From an optimization exercise on the open Yosys and OpenROAD flow, aimed at small area, a short achievable clock period and few clock cycles per item; shortcuts taken in it are not production practice.
RTL that was checked went through simulation tests only; none was proved equivalent to the original.
Power figures rest on the tool's default switching activity, not on a simulated workload.

## the reference run
// md_block_padder
module md_block_padder (
  input  wire logic        clk,
  input  wire logic        rst_n,
  input  wire logic        in_tvalid,
  output logic             in_tready,
  input  wire logic [7:0]  in_tdata,    
  input  wire logic [0:0]  in_tuser,    
  input  wire logic        in_tlast,    
  output logic             out_tvalid,
  input  wire logic        out_tready,
  output logic [39:0]      out_tdata,   
  output logic [0:0]       out_tuser,   
  output logic             out_tlast,   
  input  wire logic        cfg_valid,
  output logic             cfg_ready,
  input  wire logic [0:0]  cfg_data     
);
  localparam logic [1:0] BLK_DATA = 2'd0;   
  localparam logic [1:0] BLK_PAD  = 2'd1;   
  localparam logic [1:0] BLK_MARK = 2'd2;   
  localparam logic [1:0] BLK_LEN  = 2'd3;   
  logic [7:0]  mem [64];
  logic [5:0]  fill_r;      
  logic [54:0] blk_r;       
  logic        binc_r;      
  logic [3:0]  bcy_r;       
  logic        pend_r;      
  logic        job_r;       
  logic [1:0]  jt_r;        
  logic [5:0]  lim_r;       
  logic        jlast_r;     
  logic        jfol_r;      
  logic        jdat_r;      
  logic [3:0]  rp_r;        
  logic [15:0] rh_r;        
  logic [3:0]  wl_r;        
  logic [15:0] ww_r;        
  logic        len_be_r;
  logic        rdy_r;       
  logic        ov_r;
  logic [31:0] od_r;
  logic [3:0]  oi_r;
  logic        ou_r;
  logic        ol_r;
  logic        acc, wr, tl, load;
  logic [5:0]  fill_n1, n_end;
  logic [31:0] word_nxt;
  logic [63:0] bits;
  logic [31:0] len_lo, len_hi;
  logic [31:0] mword;
  logic [3:0]  den, mk;
  logic        ov_n, pend_n, job_n, jlast_n, jfol_n, jdat_n, blk_clr, blk_inc;
  logic [1:0]  jt_n;
  logic [5:0]  fill_n, lim_n;
  logic [3:0]  rp_n;
  logic [15:0] rh_n, ww_n;
  logic [3:0]  wl_n;
  logic        rdy_n;
  assign cfg_ready = 1'b1;
  assign in_tready = rdy_r;
  assign acc       = in_tvalid && rdy_r;
  ...
For scale: roughly 670 flip-flops, ~61 I/O pins, roughly 27000 µm² of cells after synthesis.
export LEC_CHECK = 0
export CAP_MARGIN = 20
export CORE_MARGIN = 2
export CORE_UTILIZATION = 40
export SETUP_SLACK_MARGIN = 3.0
export SLEW_MARGIN = 20
create_clock -name core_clock -period 5.0 [get_ports {clk}]
standard.sh (not shown) runs the stock make flow with config.mk's settings and CLKGATE_MAP_FILE= SYNTH_SCRIPT=/design/flow/synth_recipe.tcl, a recipe that flattens the netlist after the stock synthesis.
==> flow/flow/run.sh <==
#!/bin/bash
# The standard layout (standard.sh: the ORFS run, standard synthesis
# unchanged), with these changes: the port buffers are buf_4 cells instead of
# the delay cells buffer_ports picks by default, the resizer may swap a cell
# for one of another footprint, and clock tree synthesis makes larger sink
# clusters (fewer clock buffers) and adds no dummy loads.
# make's full output goes to flow_make.log.
set -euo pipefail
bash standard.sh MATCH_CELL_FOOTPRINT=0 \
  'BUFFER_PORTS_ARGS=-buffer_cell sky130_fd_sc_hd__buf_4' \
  'CTS_ARGS=-sink_clustering_enable -repair_clock_nets -dont_use_dummy_load -sink_clustering_size 24 -sink_clustering_max_diameter 80' \
  finish > flow_make.log 2>&1
test -f out/final.def
Testbench counts of the reference run, summed over its fixed seeds: cycles 36,349, bytes 33,373.
> inputs changed (the reference run -> the trial run)
diff --git a/flow/design.v b/flow/design.v
--- a/flow/design.v
+++ b/flow/design.v
@@ -42,17 +42,17 @@
   logic [31:0] od_r;
   logic [3:0]  oi_r;
   logic        ou_r;
   logic        ol_r;
   logic        acc, wr, tl, load;
   logic [5:0]  fill_n1, n_end;
   logic [31:0] word_nxt;
   logic [63:0] bits;
-  logic [31:0] len_lo, len_hi;
+  logic [31:0] len_w;
   logic [31:0] mword;
   logic [3:0]  den, mk;
   logic        ov_n, pend_n, job_n, jlast_n, jfol_n, jdat_n, blk_clr, blk_inc;
   logic [1:0]  jt_n;
   logic [5:0]  fill_n, lim_n;
   logic [3:0]  rp_n;
   logic [15:0] rh_n, ww_n;
   logic [3:0]  wl_n;
@@ -62,19 +62,24 @@
   assign acc       = in_tvalid && rdy_r;
   assign wr        = acc && in_tuser[0];
   assign tl        = acc && in_tlast;
   assign fill_n1   = fill_r + 6'd1;
   assign n_end     = wr ? fill_n1 : fill_r;
   assign load      = job_r && (!ov_r || out_tready);
   assign bits = {blk_r, lim_r, 3'b000};
   always_comb begin
+    logic [3:0] ls;
+    logic       le;
+    le = (jt_r == BLK_PAD) || (jt_r == BLK_LEN);
+    ls = {rh_r[15] && len_be_r, rh_r[14] && len_be_r, rh_r[15] && !len_be_r, rh_r[14] && !len_be_r} &
+         {4{le}};
     for (int b = 0; b < 4; b++) begin
-      len_lo[8*b +: 8] = len_be_r ? bits[8*(7-b) +: 8] : bits[8*b +: 8];
-      len_hi[8*b +: 8] = len_be_r ? bits[8*(3-b) +: 8] : bits[8*(4+b) +: 8];
+      len_w[8*b +: 8] = (bits[8*b +: 8] & {8{ls[0]}}) | (bits[8*(4+b) +: 8] & {8{ls[1]}}) |
+                        (bits[8*(7-b) +: 8] & {8{ls[2]}}) | (bits[8*(3-b) +: 8] & {8{ls[3]}});
     end
   end
   always_comb begin
     logic [5:0] pos;
     mword = '0;
     for (int p = 0; p < 64; p++) begin
       mword[8*(p%4) +: 8] = mword[8*(p%4) +: 8] | (mem[p] & {8{rh_r[p/4]}});
     end
@@ -83,19 +88,17 @@
       den[l] = (jt_r == BLK_DATA) || ((jt_r != BLK_LEN) && (pos < lim_r));
       mk[l]  = ((jt_r == BLK_PAD) || (jt_r == BLK_MARK)) && (pos == lim_r);
     end
   end
   always_comb begin
     for (int l = 0; l < 4; l++) begin
       word_nxt[8*l +: 8] = (mword[8*l +: 8] & {8{den[l]}}) | {mk[l], 7'd0};
     end
-    if ((jt_r == BLK_PAD) || (jt_r == BLK_LEN)) begin
-      word_nxt = word_nxt | (len_lo & {32{rh_r[14]}}) | (len_hi & {32{rh_r[15]}});
-    end
+    word_nxt = word_nxt | len_w;
   end
   always_comb begin
     ov_n    = load || (ov_r && !out_tready);
     pend_n  = pend_r;
     job_n   = job_r;
     jt_n    = jt_r;
     lim_n   = lim_r;
     jlast_n = jlast_r;
Results
[compare] base=the reference run new=the trial run: power after layout ~0 delta, final cycle utilization of the critical path rose by 1.7 points, number of cells in the finished layout apart from fillers decreased by about 0.75% relative to the old numbers, die area fell about 1.9%.
~same internal power of the cells in the trial run and the reference run
For the trial run, only the layout was checked, not whether the RTL still works.

[what the ideal ports hide]
The results above use ideal ports. As a check the final layouts listed here were re-extracted and re-timed, cells and wires unchanged.
Step 1 assumes that a clkbuf_16 drives the clock port and a buf_2 every other input.
Step 2 moves the port delays by t, midway between the first and last clock arrival at a register: inputs arrive t later, outputs are due t later. That takes back most of the time a late clock gives input paths.
a / b / c = ideal ports / drivers / drivers and shift; a / b = the first two.
| run | t, ns | setup slack, ns | latest minus earliest clock arrival (ns) | worst data-port slew with drivers (ns) |
|---|---|---|---|---|
| the reference run | 0.629 | 2.840 / 2.779 / 2.437 | 0.055 / 0.054 | 0.05 |
| the trial run | 0.614 | 2.755 / 2.695 / 2.345 | 0.064 / 0.064 | 0.07 |
After both steps setup and hold are still met in every run listed. The setup slack of the trial run, which loses most, moves by -0.060 ns with the drivers and by -0.410 ns with both steps.
